From an optimization exercise on the open Yosys and OpenROAD flow, aimed at small area, a short achievable clock period and few clock cycles; shortcuts taken in it are not production practice.
Where RTL was checked, it was by simulation tests only, not by an equivalence proof against the original.
No activity file was given, so power comes from the tool's default toggle rates.

// mips_top
module mips_top (
   input  logic       clk,
   input  logic       rst,
   output isa_pkg::word_t      inst_addr_o,
   input  isa_pkg::word_t      inst_data_i,
   output logic       data_en_o,
   output logic [3:0] data_wen_o,
   output isa_pkg::word_t      data_addr_o,
   output isa_pkg::word_t      data_wdata_o,
   input  isa_pkg::word_t      data_rdata_i,
   input  logic       psel_i,
   input  logic       penable_i,
   input  logic       pwrite_i,
   input  logic [7:0] paddr_i,
   input  isa_pkg::word_t      pwdata_i,
   output isa_pkg::word_t      prdata_o,
   output logic       pready_o,
   output logic       pslverr_o
);
   logic        run, run_n, drained, dbg_next, dbg_now;
   logic [31:0] stop_pc, stop_pc_n, dbg_data;
   logic [4:0]  dbg_addr;
   pipe_core u_pipe_core (
      .clk          (clk),
      .rst          (rst),
      .run_i        (run),
      .run_n_i      (run_n),
      .stop_pc_i    (stop_pc),
      .stop_pc_n_i  (stop_pc_n),
      .drained_o    (drained),
      .dbg_next_i   (dbg_next),
      .dbg_addr_i   (dbg_addr),
      .dbg_now_i    (dbg_now),
      .dbg_data_o   (dbg_data),
      .inst_addr_o  (inst_addr_o),
      .inst_data_i  (inst_data_i),
      .data_en_o    (data_en_o),
      .data_wen_o   (data_wen_o),
      .data_addr_o  (data_addr_o),
      .data_wdata_o (data_wdata_o),
      .data_rdata_i (data_rdata_i)
   );
   cfg_regs u_cfg_regs (
      .clk         (clk),
      .rst         (rst),
      .psel_i      (psel_i),
      .penable_i   (penable_i),
      .pwrite_i    (pwrite_i),
      .paddr_i     (paddr_i),
      .pwdata_i    (pwdata_i),
      .prdata_o    (prdata_o),
      .pready_o    (pready_o),
      .pslverr_o   (pslverr_o),
      .run_o       (run),
      .run_n_o     (run_n),
      .stop_pc_o   (stop_pc),
      .stop_pc_n_o (stop_pc_n),
      .drained_i   (drained),
      .dbg_next_o  (dbg_next),
      .dbg_addr_o  (dbg_addr),
      .dbg_now_o   (dbg_now),
      .dbg_data_i  (dbg_data)
   );
endmodule
For scale: about 1400 flip-flops, about 240 I/O pins, roughly 61000 sq um of cells after synthesis.
==> flow/config.mk <==
export PLATFORM = sky130hd
export DESIGN_NAME = mips_top
export DESIGN_NICKNAME = mips_top
export VERILOG_FILES = /design/flow/design.v
export SDC_FILE = /design/flow/constraint.sdc
export NUM_CORES = 4
export LEC_CHECK = 0
export ABC_CLOCK_PERIOD_IN_PS = 1000
export CAP_MARGIN = 20
export CORE_MARGIN = 2
export CORE_UTILIZATION = 55
export SETUP_SLACK_MARGIN = 3.0
export SLEW_MARGIN = 20
export BUFFER_PORTS_ARGS = -buffer_cell sky130_fd_sc_hd__buf_2
==> flow/constraint.sdc <==
create_clock -name core_clock -period 5.5 [get_ports {clk}]
set_input_delay 1.1000 -clock core_clock [delete_from_list [all_inputs] [get_ports {clk}]]
set_output_delay 1.1000 -clock core_clock [all_outputs]
set_load 0.01 [all_outputs]
standard.sh (not shown) runs the stock make flow with config.mk's settings and CLKGATE_MAP_FILE= SYNTH_SCRIPT=/design/flow/synth_recipe.tcl, a recipe that flattens the netlist after the stock synthesis.
==> flow/flow/run.sh <==
#!/bin/bash
# The standard layout, with the port buffers made of buf_2 cells
# instead of the default delay buffers.
set -e
echo 'export BUFFER_PORTS_ARGS = -buffer_cell sky130_fd_sc_hd__buf_2' >> config.mk
bash standard.sh > standard.log 2>&1
The first run produced a clean layout.
Testbench counts at the start, summed over its fixed seeds: cycles 6,806.
==> next run, changes <==
CORE_UTILIZATION = 62   (was 55)
SETUP_SLACK_MARGIN = 2.6   (was 3.0)
Total power fell by 3.2%.
Maximum frequency fell by 6.9%.
Routed wire length fell by 11%.
Clock skew rose by 3.3 ps.
Flip-flop and latch count stays the same.
Final area fell by 7.3%.
Cell count fell by 7.1%.
==> next run, changes <==
CORE_UTILIZATION = 50   (was 62)
=> Clock-buffer cell count went up by 17; worst hold slack improved by 3.0 ps; non-clock buffer count rose by 40; sequential share of layout area decreases by 1.0 points; critical path depth is unchanged.
==> next run, changes <==
CORE_UTILIZATION = 55   (was 50)
SETUP_SLACK_MARGIN = 2.7   (was 2.6)
Result: Worst setup slack gains 130 ps. Core utilization increases by 5.9 points. Worst hold slack is about the same. Synthesized area stays the same. Sequential cell count is unchanged. Total power barely changes. Sequential share of layout area barely changes. Via count increases by 1.3%.
==> next run, changes <==
==> flow/run.sh (new file) <==
#!/bin/bash
# synth_recipe.tcl (not shown) runs the flow's synth.tcl, then flattens the netlist and writes it again
# the make line also repeats each setting of config.mk as NAME=value (left out here)
make -C /OpenROAD-flow-scripts/flow DESIGN_CONFIG=/design/flow/config.mk WORK_HOME=/design/flow/orfs CLKGATE_MAP_FILE= SYNTH_SCRIPT=/design/flow/synth_recipe.tcl finish
BUFFER_PORTS_ARGS = not set   (was -buffer_cell sky130_fd_sc_hd__buf_2)
CORE_UTILIZATION = 70   (was 55)
SETUP_SLACK_MARGIN = 2.6   (was 2.7)
removed: flow/flow/run.sh
removed: flow/standard.sh
After rerunning:
- worst setup slack degrades by 180 ps
- via count went up by 3.1%
- global-route usage rose by 9.6 points
- clock skew drops by 14 ps
- final area hardly moves
- non-clock buffer count goes down by 29
- clock power falls by about 6%
- utilization came out higher by 17 points
- count of clock-buffer cells in the layout shrinks by 2


job 3432:
Another version of the RTL of mips_top (not shown whole).
For scale: ~4,700 cells after synthesis, about 1,400 flip-flops, ~240 I/O pins.
// mips_top
module mips_top (
   input  logic       clk,
   input  logic       rst,
   output isa_pkg::word_t      inst_addr_o,
   input  isa_pkg::word_t      inst_data_i,
   output logic       data_en_o,
   output logic [3:0] data_wen_o,
   output isa_pkg::word_t      data_addr_o,
   output isa_pkg::word_t      data_wdata_o,
   input  isa_pkg::word_t      data_rdata_i,
   input  logic       psel_i,
   input  logic       penable_i,
   input  logic       pwrite_i,
   input  logic [7:0] paddr_i,
   input  isa_pkg::word_t      pwdata_i,
   output isa_pkg::word_t      prdata_o,
   output logic       pready_o,
   output logic       pslverr_o
);
clock: 5.5 ns
lec_check: 0
abc_clock_period_in_ps: 2500
cap_margin: 20
core_margin: 2
core_utilization: 40
setup_slack_margin: 2.8
slew_margin: 20
run.sh (not shown) runs the stock make flow with config.mk's settings and CLKGATE_MAP_FILE= SYNTH_SCRIPT=/design/flow/synth_recipe.tcl, a recipe that flattens the netlist after the stock synthesis.
Stock flow here: none of the scripts above is used.
For job 2965, these inputs were changed with respect to job 3432:
Settings: clearing SETUP_SLACK_MARGIN, which used to be 2.8; clearing ABC_CLOCK_PERIOD_IN_PS, which used to be 2500.
Findings:
Diff job 3432 -> job 2965: via count moved down; maximum vdd ir drop down 8.5%. Summary: with job 3432 as the reference, timing-limited maximum frequency in job 2965 moved down by more than 10%. The global routing met2 resource utilization in job 2965 sits 1.7 points below the value recorded for job 3432.
No run of this note included a check of the RTL's function; only the layout flow was run.


Setup of red:
RTL: one of the versions met above, not the one the previous note started from.
Size: about 4600 cells after synthesis, about 1400 flip-flops, about 240 I/O pins, roughly 61000 µm² of cells after synthesis.
==> flow/config.mk <==
export PLATFORM = sky130hd
export DESIGN_NAME = mips_top
export DESIGN_NICKNAME = mips_top
export VERILOG_FILES = /design/flow/design.v
export SDC_FILE = /design/flow/constraint.sdc
export NUM_CORES = 4
export LEC_CHECK = 0
export ABC_CLOCK_PERIOD_IN_PS = 1000
export CAP_MARGIN = 20
export CORE_MARGIN = 2
export CORE_UTILIZATION = 55
export SETUP_SLACK_MARGIN = 2.6
export SLEW_MARGIN = 20
export BUFFER_PORTS_ARGS = -buffer_cell sky130_fd_sc_hd__buf_2
==> flow/constraint.sdc <==
create_clock -name core_clock -period 5.5 [get_ports {clk}]
set_input_delay 1.1000 -clock core_clock [delete_from_list [all_inputs] [get_ports {clk}]]
set_output_delay 1.1000 -clock core_clock [all_outputs]
set_load 0.01 [all_outputs]
standard.sh (not shown) runs the stock make flow with config.mk's settings and CLKGATE_MAP_FILE= SYNTH_SCRIPT=/design/flow/synth_recipe.tcl, a recipe that flattens the netlist after the stock synthesis.
==> flow/flow/run.sh <==
#!/bin/bash
# The standard layout, with the port buffers made of buf_2 cells
# instead of the default delay buffers.
set -e
echo 'export BUFFER_PORTS_ARGS = -buffer_cell sky130_fd_sc_hd__buf_2' >> config.mk
bash standard.sh > standard.log 2>&1
Testbench counts of red, summed over its fixed seeds: cycles 6,806.
Inputs modified between red and blue:
Settings: SETUP_SLACK_MARGIN changed from 2.6 to 2.8.
Notes after the runs:
Going from red to blue, share of post-route cells with drive strength above 1 rose 1.7 points; required arrival time at the worst endpoint fell 1.75 ns; insertion delay of the later-clocked pin in the worst-skew pair closely matched the old numbers. Row area growth from synthesis to final layout: blue higher / red lower. Compared to red, blue has summed area of non-filler cells in the final layout about 2% higher. Path length in cells of the critical path is lower on blue.

==> static timing again, ports no longer ideal <==
No port has a modelled driver above. Below, the same layouts with a new extraction and two added sets of constraints. Step 1 assumes that a clkbuf_16 drives the clock port and a buf_2 every other input. Step 2 moves the port delays by t, midway between the first and last clock arrival at a register: inputs arrive t later, outputs are due t later. That takes back most of the time a late clock gives input paths. a / b / c = no drivers / after step 1 / after step 2; a / b = the first two.
run | t, ns | setup slack, ns | hold slack, ns | clock arrival spread, ns | worst data-port slew with drivers (ns)
the first run of note 1 | 0.849 | 2.667 / 2.592 / 2.263 | 0.325 / 0.325 / 0.325 | 0.044 / 0.043 | 0.14
the second run of note 1 | 0.842 | 2.457 / 2.457 / 1.839 | 0.324 / 0.324 / 0.324 | 0.042 / 0.042 | 0.08
the third run of note 1 | 0.879 | 2.468 / 2.468 / 1.849 | 0.327 / 0.327 / 0.327 | 0.034 / 0.034 | 0.10
the fourth run of note 1 | 0.849 | 2.598 / 2.525 / 1.974 | 0.326 / 0.326 / 0.326 | 0.047 / 0.047 | 0.13
the fifth run of note 1 | 0.837 | 2.417 / 2.417 / 1.951 | 0.331 / 0.331 / 0.331 | 0.034 / 0.035 | 0.10
job 3432 | 0.903 | 1.983 / 1.983 / 1.801 | 0.423 / 0.423 / 0.423 | 0.039 / 0.039 | 0.12
job 2965 | 0.891 | 1.134 / 1.054 / 1.206 | 0.415 / 0.415 / 0.415 | 0.029 / 0.029 | 0.10
red | 0.846 | 2.563 / 2.558 / 2.110 | 0.326 / 0.326 / 0.326 | 0.031 / 0.032 | 0.14
blue | 0.857 | 2.652 / 2.572 / 1.958 | 0.324 / 0.324 / 0.324 | 0.034 / 0.033 | 0.12
After both steps setup and hold are still met in every run listed. The setup slack of blue, which loses most, moves by -0.080 ns with the drivers and by -0.694 ns with both steps.
